Context: an optimization exercise on an open-source flow, tuned for small area, a short achievable clock period and few clock cycles. The choices shown serve that exercise and are no tape-out recipe.
The RTL was checked by simulation tests, not by an equivalence proof against the original design.
The clock port is modelled as an ideal driver; clocking choices that lean on that would not hold on a real chip.
Power and IR drop assume default switching activity.

// gpu_property_tlv_parser
module gpu_property_tlv_parser (
   input  logic         clock,
   input  logic         reset,
   input  logic         req_tvalid,
   output logic         req_tready,
   input  logic [7:0]   req_tdata,
   input  logic         req_tlast,
   output logic         rsp_tvalid,
   input  logic         rsp_tready,
   output logic [399:0] rsp_tdata,
   output logic [1:0]   rsp_tuser
);
Size in the first run: roughly 690 cells after synthesis, ~500 flip-flops, about 420 I/O pins, about 16,000 um2 of cells after synthesis.
export LEC_CHECK = 0
export CAP_MARGIN = 20
export CORE_MARGIN = 2
export CORE_UTILIZATION = 40
export CTS_CLUSTER_DIAMETER = 80
export CTS_CLUSTER_SIZE = 30
export PLACE_DENSITY = 0.45
export SETUP_SLACK_MARGIN = 3.0
export SLEW_MARGIN = 20
create_clock -name core_clock -period 5.0 [get_ports {clock}]
standard.sh (not shown) runs the stock make flow with config.mk's settings and CLKGATE_MAP_FILE= SYNTH_SCRIPT=/design/flow/synth_recipe.tcl, a recipe that flattens the netlist after the stock synthesis.
==> flow/flow/run.sh <==
#!/bin/bash
# Standard ORFS layout, with one change after clock tree synthesis
# (post_cts.tcl): the tree's root buffer, which only relays the clock port to
# the first branching buffers, is removed so that the port drives those
# buffers directly. This takes one buffer stage off every register's clock
# path alike; the clock tree below it is untouched.
set -euo pipefail
bash standard.sh "POST_CTS_TCL=$PWD/flow/post_cts.tcl" "BUFFER_PORTS_ARGS=-buffer_cell sky130_fd_sc_hd__buf_1" finish > standard_flow.log 2>&1
==> flow/flow/post_cts.tcl <==
set block [ord::get_db_block]
set port_net [[$block findBTerm clock] getNet]
set sinks [$port_net getITerms]
if {[llength $sinks] == 1} {
  set root [[lindex $sinks 0] getInst]
  set out_net [[$root findITerm X] getNet]
  set loads {}
  foreach it [$out_net getITerms] {
    if {[$it getInst] != $root} { lappend loads $it }
  }
  if {[llength $loads] <= 4 && [string match "sky130_fd_sc_hd__clkbuf_*" [[$root getMaster] getName]]} {
    puts "post_cts: bypassing root buffer [$root getName] ([llength $loads] loads)"
    [$root findITerm A] disconnect
    [$root findITerm X] disconnect
    foreach it $loads {
      $it disconnect
      $it connect $port_net
    }
    odb::dbInst_destroy $root
    odb::dbNet_destroy $out_net
    estimate_parasitics -placement
    repair_timing_helper
    detailed_placement
    check_placement -verbose
    estimate_parasitics -placement
    report_clock_latency
  }
}
The starting point completed with no timing, DRC or antenna violations.
Testbench counts at the start, summed over its fixed seeds: cycles 28,137.
Rerun with:
--- a/flow/config.mk
+++ b/flow/config.mk
@@ -10,3 +10,3 @@
-export CORE_UTILIZATION = 40
-export CTS_CLUSTER_DIAMETER = 80
-export CTS_CLUSTER_SIZE = 30
+export CORE_UTILIZATION = 45
+export CTS_CLUSTER_DIAMETER = 60
+export CTS_CLUSTER_SIZE = 25
@@ -14 +14 @@
-export SETUP_SLACK_MARGIN = 3.0
+export SETUP_SLACK_MARGIN = 3.05
Result:
- clock skew came out lower by 0.0078 ns
- sequential power hardly moves
- clock-buffer cell count came out higher by 11
- worst hold slack is worse by 0.012 ns
- total power came out higher by 9.5%
- design area came out higher by 1.2%
- routed wire length came out lower by 1.2%
- worst setup slack is better by 0.043 ns
- die area came out lower by 11%
Rerun with:
--- a/flow/flow/run.sh
+++ b/flow/flow/run.sh
@@ -8 +8 @@
-bash standard.sh "POST_CTS_TCL=$PWD/flow/post_cts.tcl" "BUFFER_PORTS_ARGS=-buffer_cell sky130_fd_sc_hd__buf_1" finish > standard_flow.log 2>&1
+bash standard.sh "POST_CTS_TCL=$PWD/flow/post_cts.tcl" finish > standard_flow.log 2>&1
--- a/flow/config.mk
+++ b/flow/config.mk
@@ -10 +10 @@
-export CORE_UTILIZATION = 45
+export CORE_UTILIZATION = 40
@@ -14 +14 @@
-export SETUP_SLACK_MARGIN = 3.05
+export SETUP_SLACK_MARGIN = 3.0
What happened: The changed run produced a clean layout. First-iteration DRC count falls by a few percent. Worst hold slack got worse by 0.0097 ns. Final cell count rises by a few percent. Clock skew falls by 0.0087 ns. Setup slack improved by 0.043 ns. Die area rises by roughly a tenth. Power falls by a few percent.
Rerun with:
--- a/flow/flow/run.sh
+++ b/flow/flow/run.sh
@@ -8 +8 @@
-bash standard.sh "POST_CTS_TCL=$PWD/flow/post_cts.tcl" finish > standard_flow.log 2>&1
+bash standard.sh "POST_CTS_TCL=$PWD/flow/post_cts.tcl" "BUFFER_PORTS_ARGS=-buffer_cell sky130_fd_sc_hd__buf_1" finish > standard_flow.log 2>&1
--- a/flow/config.mk
+++ b/flow/config.mk
@@ -7,0 +8 @@
+export ABC_AREA = 1
Register-to-register slack gets better by 0.03 ns.
Global-route usage fell by 0.85 points.
Cell area shrinks by 1.0%.
Non-clock buffer count shrinks by 3.

The RTL this note starts from:
==> flow/design.v <==
package gptlv_pkg;
   localparam int unsigned NumFields = 10;
   localparam logic [6:0] IdProduct  = 7'd1;
   localparam logic [6:0] IdVersion  = 7'd2;
   localparam logic [6:0] IdMinorRev = 7'd3;
   localparam logic [6:0] IdMajorRev = 7'd4;
   localparam logic [6:0] IdFreq     = 7'd6;
   localparam logic [6:0] IdMemory   = 7'd12;
   localparam logic [6:0] IdShader   = 7'd25;
   localparam logic [6:0] IdTiler    = 7'd26;
   localparam logic [6:0] IdL2       = 7'd27;
   localparam logic [6:0] IdEngines  = 7'd82;
   localparam logic [1:0] STATUS_OK         = 2'd0;
   localparam logic [1:0] STATUS_TRUNCATED  = 2'd1;
   localparam logic [1:0] STATUS_NO_PRODUCT = 2'd2;
endpackage
module gpu_property_tlv_parser (
   input  logic         clock,
   input  logic         reset,
   input  logic         req_tvalid,
   output logic         req_tready,
   input  logic [7:0]   req_tdata,
   input  logic         req_tlast,
   output logic         rsp_tvalid,
   input  logic         rsp_tready,
   output logic [399:0] rsp_tdata,
   output logic [1:0]   rsp_tuser
);
   logic        val_ff;       
   logic [2:0]  pos_ff;       
   logic [1:0]  len_ff;       
   logic [6:0]  idlo_ff;      
   logic        hiz_ff;       
   logic [7:0][7:0] acc_ff;   
   logic [9:0]  csel_ff;      
   logic [1:0]  clen_ff;      
   logic        seen_ff;      
   logic        fin_ff;       
   logic        trunc_ff;     
   logic        busy_ff;      
   logic        clr_ff;       
   logic        p2_ff;        
   logic        p2st_ff;      
   logic        rvalid_ff;
   logic [1:0]  status_ff;
   logic        rdy_ff;
   logic [399:0] store_ff;
   logic        accept, tl_acc, hand, pres;
   logic [2:0]  last_pos;
   logic        val_done;
   logic        val_d;
   logic        busy_d, p2_d;
   logic [9:0]  match;
   logic        trunc_now;
   assign accept = req_tvalid && rdy_ff;
   assign tl_acc = accept && req_tlast;
   assign hand   = rvalid_ff && rsp_tready;
   assign pres   = p2_ff && (clr_ff || !busy_ff);
   always_comb begin
      case (len_ff)
         2'd0:    last_pos = 3'd0;
         2'd1:    last_pos = 3'd1;
         2'd2:    last_pos = 3'd3;
         default: last_pos = 3'd7;
      endcase
   end
   assign val_done  = val_ff && (pos_ff == last_pos);
   assign trunc_now = val_ff ? !val_done : (pos_ff[1:0] == 2'd3);
   always_comb begin
      match = '0;
      if (hiz_ff) begin
         case (idlo_ff)
            gptlv_pkg::IdProduct:  match[0] = 1'b1;
            gptlv_pkg::IdVersion:  match[1] = 1'b1;
            gptlv_pkg::IdMinorRev: match[2] = 1'b1;
            gptlv_pkg::IdMajorRev: match[3] = 1'b1;
            gptlv_pkg::IdFreq:     match[4] = 1'b1;
            gptlv_pkg::IdMemory:   match[5] = 1'b1;
            gptlv_pkg::IdShader:   match[6] = 1'b1;
            gptlv_pkg::IdTiler:    match[7] = 1'b1;
            gptlv_pkg::IdL2:       match[8] = 1'b1;
            gptlv_pkg::IdEngines:  match[9] = 1'b1;
            default: ;
         endcase
      end
   end
   always_comb begin
      val_d = val_ff;
      if (reset) val_d = 1'b0;
      else if (accept) begin
         if (req_tlast) val_d = 1'b0;
         else if (val_ff) val_d = !val_done;
         else val_d = (pos_ff[1:0] == 2'd3);
      end
   end
   always_comb begin
      busy_d = busy_ff;
      p2_d   = p2_ff;
      if (reset) begin
         busy_d = 1'b0;
         p2_d   = 1'b0;
      end else begin
         if (tl_acc && !busy_ff) busy_d = 1'b1;
         else if (pres) busy_d = 1'b1;
         else if (clr_ff) busy_d = 1'b0;
         if (tl_acc && busy_ff) p2_d = 1'b1;
         else if (pres) p2_d = 1'b0;
      end
   end
   always_ff @(posedge clock) begin
      if (reset) begin
         val_ff <= 1'b0;
         pos_ff <= '0;
      end else if (accept) begin
         val_ff <= val_d;
         if (req_tlast) begin
            pos_ff <= '0;
         end else if (val_ff) begin
            pos_ff <= val_done ? 3'd0 : pos_ff + 3'd1;
         end else begin
            pos_ff <= (pos_ff[1:0] == 2'd3) ? 3'd0 : pos_ff + 3'd1;
         end
      end
   end
   always_ff @(posedge clock) begin
      if (accept && !val_ff) begin
         case (pos_ff[1:0])
            2'd0: begin
               len_ff       <= req_tdata[1:0];
               idlo_ff[5:0] <= req_tdata[7:2];
            end
            2'd1: begin
               idlo_ff[6] <= req_tdata[0];
               hiz_ff     <= (req_tdata[7:1] == 7'd0);
            end
            default: hiz_ff <= hiz_ff && (req_tdata == 8'd0);
         endcase
      end
   end
   for (genvar i = 0; i < 8; i++) begin : g_lane
      always_ff @(posedge clock) begin
         if (accept && val_ff && pos_ff == 3'(i)) acc_ff[i] <= req_tdata;
      end
   end
   always_ff @(posedge clock) begin
      if (reset) begin
         csel_ff <= '0;
         fin_ff  <= 1'b0;
         seen_ff <= 1'b0;
      end else begin
         csel_ff <= (accept && val_done) ? match : 10'd0;
         fin_ff  <= tl_acc && !busy_ff;
         if (fin_ff) seen_ff <= 1'b0;
         else if (csel_ff[0]) seen_ff <= 1'b1;
      end
      clen_ff  <= len_ff;
      trunc_ff <= trunc_now;
   end
   always_ff @(posedge clock) begin
      if (reset) begin
         rvalid_ff <= 1'b0;
         clr_ff    <= 1'b1;
         rdy_ff    <= 1'b1;
      end else begin
         if (fin_ff || pres) rvalid_ff <= 1'b1;
         else if (hand) rvalid_ff <= 1'b0;
         clr_ff <= hand;
         rdy_ff <= !p2_d && !(busy_d && val_d);
      end
      busy_ff <= busy_d;
      p2_ff   <= p2_d;
      if (tl_acc && busy_ff) p2st_ff <= trunc_now;
      if (fin_ff) begin
         if (trunc_ff) status_ff <= gptlv_pkg::STATUS_TRUNCATED;
         else if (seen_ff || csel_ff[0]) status_ff <= gptlv_pkg::STATUS_OK;
         else status_ff <= gptlv_pkg::STATUS_NO_PRODUCT;
      end else if (pres) begin
         status_ff <= p2st_ff ? gptlv_pkg::STATUS_TRUNCATED : gptlv_pkg::STATUS_NO_PRODUCT;
      end
   end
   logic [63:0] src;
   logic [9:0]  load;
   for (genvar b = 0; b < 8; b++) begin : g_src
      logic keep;
      assign keep = !clr_ff && (clen_ff == 2'd3 || (clen_ff == 2'd2 && b < 4) ||
                                (clen_ff == 2'd1 && b < 2) || b == 0);
      assign src[8*b +: 8] = keep ? acc_ff[b] : 8'd0;
   end
   assign load = csel_ff | {10{clr_ff}};
   always_ff @(posedge clock) begin
      if (load[0]) store_ff[31:0]    <= src[31:0];
      if (load[1]) store_ff[47:32]   <= src[15:0];
      if (load[2]) store_ff[63:48]   <= src[15:0];
      if (load[3]) store_ff[79:64]   <= src[15:0];
      if (load[4]) store_ff[111:80]  <= src[31:0];
      if (load[5]) store_ff[175:112] <= src;
      if (load[6]) store_ff[239:176] <= src;
      if (load[7]) store_ff[303:240] <= src;
      if (load[8]) store_ff[367:304] <= src;
      if (load[9]) store_ff[399:368] <= src[31:0];
   end
   assign req_tready = rdy_ff;
   assign rsp_tvalid = rvalid_ff;
   assign rsp_tuser  = status_ff;
   assign rsp_tdata  = store_ff;
endmodule
==> flow/config.mk <==
export PLATFORM = sky130hd
export DESIGN_NAME = gpu_property_tlv_parser
export DESIGN_NICKNAME = gpu_property_tlv_parser
export VERILOG_FILES = /design/flow/design.v
export SDC_FILE = /design/flow/constraint.sdc
export NUM_CORES = 4
export LEC_CHECK = 0
export CAP_MARGIN = 20
export CORE_MARGIN = 2
export CORE_UTILIZATION = 40
export CTS_BUF_LIST = sky130_fd_sc_hd__clkbuf_8
export CTS_CLUSTER_SIZE = 30
export SETUP_SLACK_MARGIN = 3.4
export SLEW_MARGIN = 20
==> flow/constraint.sdc <==
create_clock -name core_clock -period 5.0 [get_ports {clock}]
set_input_delay 1.0000 -clock core_clock [delete_from_list [all_inputs] [get_ports {clock}]]
set_output_delay 1.0000 -clock core_clock [all_outputs]
set_load 0.01 [all_outputs]
run.sh (not shown) runs the stock make flow with config.mk's settings and CLKGATE_MAP_FILE= SYNTH_SCRIPT=/design/flow/synth_recipe.tcl, a recipe that flattens the netlist after the stock synthesis.
Stock flow here: none of the scripts above is used.
Testbench counts at the start, summed over its fixed seeds: cycles 28,137.
Change:
CTS_BUF_LIST = unset   (was sky130_fd_sc_hd__clkbuf_8)
CTS_CLUSTER_DIAMETER = 60   (was unset)
CTS_CLUSTER_SIZE = 25   (was 30)
SETUP_SLACK_MARGIN = 3.3   (was 3.4)
After rerunning:
- The changed run ran to the end with no violations
- final area is lower by 1.3%
- total power decreases by 1.5%
- via count went down by 4.1%
- setup slack gets better by 0.099 ns
- die area does not change
- area after synthesis does not change
- cell count drops by 3.7%
- fmax goes up by 4.6%
- register-to-register slack is worse by 0.03 ns
- hold slack gets better by 0.028 ns
- synthesized cell count stays the same
Change:
CTS_CLUSTER_DIAMETER = unset   (was 60)
CTS_CLUSTER_SIZE = unset   (was 25)
SETUP_SLACK_MARGIN = unset   (was 3.3)
Critical path depth stays the same.
Final area rose by 8.4%.
Clock-buffer cell count rose by 29.
Sequential power is about the same.
Clock power is higher by about 13%.
Hold slack got worse by 0.070 ns.
Change:
SETUP_SLACK_MARGIN = 3.2   (was unset)
After rerunning: The new run produced a clean layout; sequential share of layout area climbs by 4.9 points; power rose by 1.6%; wire length is higher by 6.1%; worst setup slack gets better by 0.37 ns; non-clock buffer count climbs by 6.

Setup of run 1:
gpu_property_tlv_parser with an RTL version that a note above also has.
Size: ~690 cells after synthesis, roughly 420 I/O pins.
clock: 5.0 ns
lec_check: 0
cap_margin: 20
core_margin: 2
core_utilization: 40
cts_buf_list: sky130_fd_sc_hd__clkbuf_8
cts_cluster_diameter: 60
cts_cluster_size: 20
place_density: 0.45
setup_slack_margin: 3.1
slew_margin: 20
standard.sh (not shown) runs the stock make flow with config.mk's settings and CLKGATE_MAP_FILE= SYNTH_SCRIPT=/design/flow/synth_recipe.tcl, a recipe that flattens the netlist after the stock synthesis.
==> flow/flow/run.sh <==
#!/bin/bash
# Standard ORFS layout, with one change after clock tree synthesis
# (post_cts.tcl): the tree's root buffer, which only relays the clock port to
# the first branching buffers, is removed so that the port drives those
# buffers directly. This takes one buffer stage off every register's clock
# path alike; the clock tree below it is untouched.
set -euo pipefail
bash standard.sh "POST_CTS_TCL=$PWD/flow/post_cts.tcl" finish > standard_flow.log 2>&1
Scripts as last shown in full above: flow/flow/post_cts.tcl
Testbench counts of run 1, summed over its fixed seeds: cycles 28,137.
--- input diff run 1..run 2 ---
Settings: CTS_CLUSTER_SIZE changed from 20 to 25; CTS_BUF_LIST removed (was sky130_fd_sc_hd__clkbuf_8); PLACE_DENSITY changed from 0.45 to 0.65; CORE_UTILIZATION changed from 40 to 55.
--- a/flow/flow/post_cts.tcl
+++ b/flow/flow/post_cts.tcl
@@ -11 +11 @@
-  if {[llength $loads] <= 4 && [string match "sky130_fd_sc_hd__clkbuf_*" [[$root getMaster] getName]]} {
+  if {[llength $loads] <= 4 && [[$root getMaster] getName] eq "sky130_fd_sc_hd__clkbuf_16"} {
[summary]
The estimated power of run 2 ends up higher than the estimate for run 1.
| area of all placed cells without fillers | run 2 vs run 1 | ≈ equal |
The number of clock buffers in the layout of run 2 falls short of that of run 1 by about 23%.
Run 1 → run 2: power share of the combinational group shows a reduction of 0.9 points; worst slack on hold paths shows an increase of 16 ps.
Logic depth of the worst register-to-register path ends up higher on run 1.
| design internal power | run 2 vs run 1 | 6.9% higher |
Of run 2 and run 1, run 2 shows the lower worst setup slack, with run 1 above it.
On area growth from synthesis to final layout, run 2 and run 1 are basically level.
The following lists how run 3 was set up differently from run 2:
Settings: PLACE_DENSITY now 0.45, was 0.65; SETUP_SLACK_MARGIN now 3.0, was 3.1; CAP_MARGIN now 10, was 20; SLEW_MARGIN now 10, was 20; CORE_UTILIZATION now 40, was 55.
--- a/flow/flow/run.sh
+++ b/flow/flow/run.sh
@@ -8 +8 @@
-bash standard.sh "POST_CTS_TCL=$PWD/flow/post_cts.tcl" finish > standard_flow.log 2>&1
+bash standard.sh "POST_CTS_TCL=$PWD/flow/post_cts.tcl" "BUFFER_PORTS_ARGS=-buffer_cell sky130_fd_sc_hd__buf_1" finish > standard_flow.log 2>&1
--- a/flow/flow/post_cts.tcl
+++ b/flow/flow/post_cts.tcl
@@ -11 +11 @@
-  if {[llength $loads] <= 4 && [[$root getMaster] getName] eq "sky130_fd_sc_hd__clkbuf_16"} {
+  if {[llength $loads] <= 4 && [string match "sky130_fd_sc_hd__clkbuf_*" [[$root getMaster] getName]]} {
[summary]
- Run 3: PASS, flow complete, no timing, DRC or antenna violations
- Lower final routed wirelength across all metal layers among run 2 and run 3: run 2
- Changes observed in run 3 relative to run 2: portion of the layout cell area used by non-clock buffers decreased by 2.0 points relative to the old numbers; non-clock buffer count increased by 1.2% relative to the old numbers; total via count in the routed design decreased by 1.3% relative to the old numbers.
- Summary of run 3 over run 2: cell count went up about 10%, power attributed to combinational cells went up about 2%, sequential share of cell area went up 0.79 points.
diff inputs: run 3 => run 4
Settings: SLEW_MARGIN: 10 -> 20; GPL_TIMING_DRIVEN: unset -> 0; CAP_MARGIN: 10 -> 20.
--- outcome ---
The run showing the smaller hold slack is run 4. What run 3 reported for first-iteration DRC count has to be multiplied by 0.818 to get the figure for run 4. Run 4: area growth from synthesis to final layout 1.3 points above run 3. Sort run 4 and run 3 by share of the final layout cell area in multi-input gates, descending, and run 3 comes first. Between run 4 and run 3, the difference in total routing resource utilization after global routing is negligible. Across both runs, worst setup slack was lower for run 4 than for run 3. The lower final worst-path cycle share of run 4 and run 3 is in run 3. In terms of wire length of the first global-routing pass, run 4 and run 3 differ only marginally.

## what the ideal ports hide
Ports are ideal in the flow. The routed layouts listed here were re-timed in OpenROAD. Step 1, drivers: a clkbuf_16 drives clock and a buf_2 each remaining input, both assumed. Step 2, shift: input delay + t, output delay - t, t = (earliest + latest rising clock arrival at the registers) / 2. This alone moves slack from input paths to output paths. a / b / c = no drivers / after step 1 / after step 2; a / b = the first two.
run	shift t [ns]	setup WS [ns]	worst setup path after step 2	clock arrival spread, ns	worst data-port slew with drivers (ns)
the first run of note 1	0.494	2.998 / 2.930 / 2.656	input to register	0.037 / 0.037	0.05
the second run of note 1	0.457	3.041 / 2.943 / 2.753	input to register	0.029 / 0.029	0.05
the third run of note 1	0.467	3.084 / 2.970 / 2.741	input to register	0.019 / 0.020	0.05
the fourth run of note 1	0.471	3.069 / 2.957 / 2.727	input to register	0.022 / 0.022	0.06
the first run of note 2	0.657	2.759 / 2.711 / 2.667	input to register	0.031 / 0.031	0.06
the second run of note 2	0.597	2.858 / 2.807 / 2.656	input to register	0.025 / 0.025	0.06
the third run of note 2	0.612	2.454 / 2.405 / 1.975	input to register	0.026 / 0.026	0.06
the fourth run of note 2	0.615	2.822 / 2.771 / 2.608	input to register	0.012 / 0.012	0.06
run 1	0.495	3.016 / 2.919 / 2.757	input to register	0.027 / 0.027	0.05
run 2	0.504	2.969 / 2.909 / 2.642	input to register	0.019 / 0.019	0.05
run 3	0.470	3.091 / 2.977 / 2.752	input to register	0.022 / 0.022	0.05
run 4	0.476	3.071 / 2.969 / 2.663	input to register	0.020 / 0.021	0.05
After both steps every run listed still meets setup and hold. The setup slack of the third run of note 2, which loses most, moves by -0.049 ns with the drivers and by -0.479 ns with both steps.
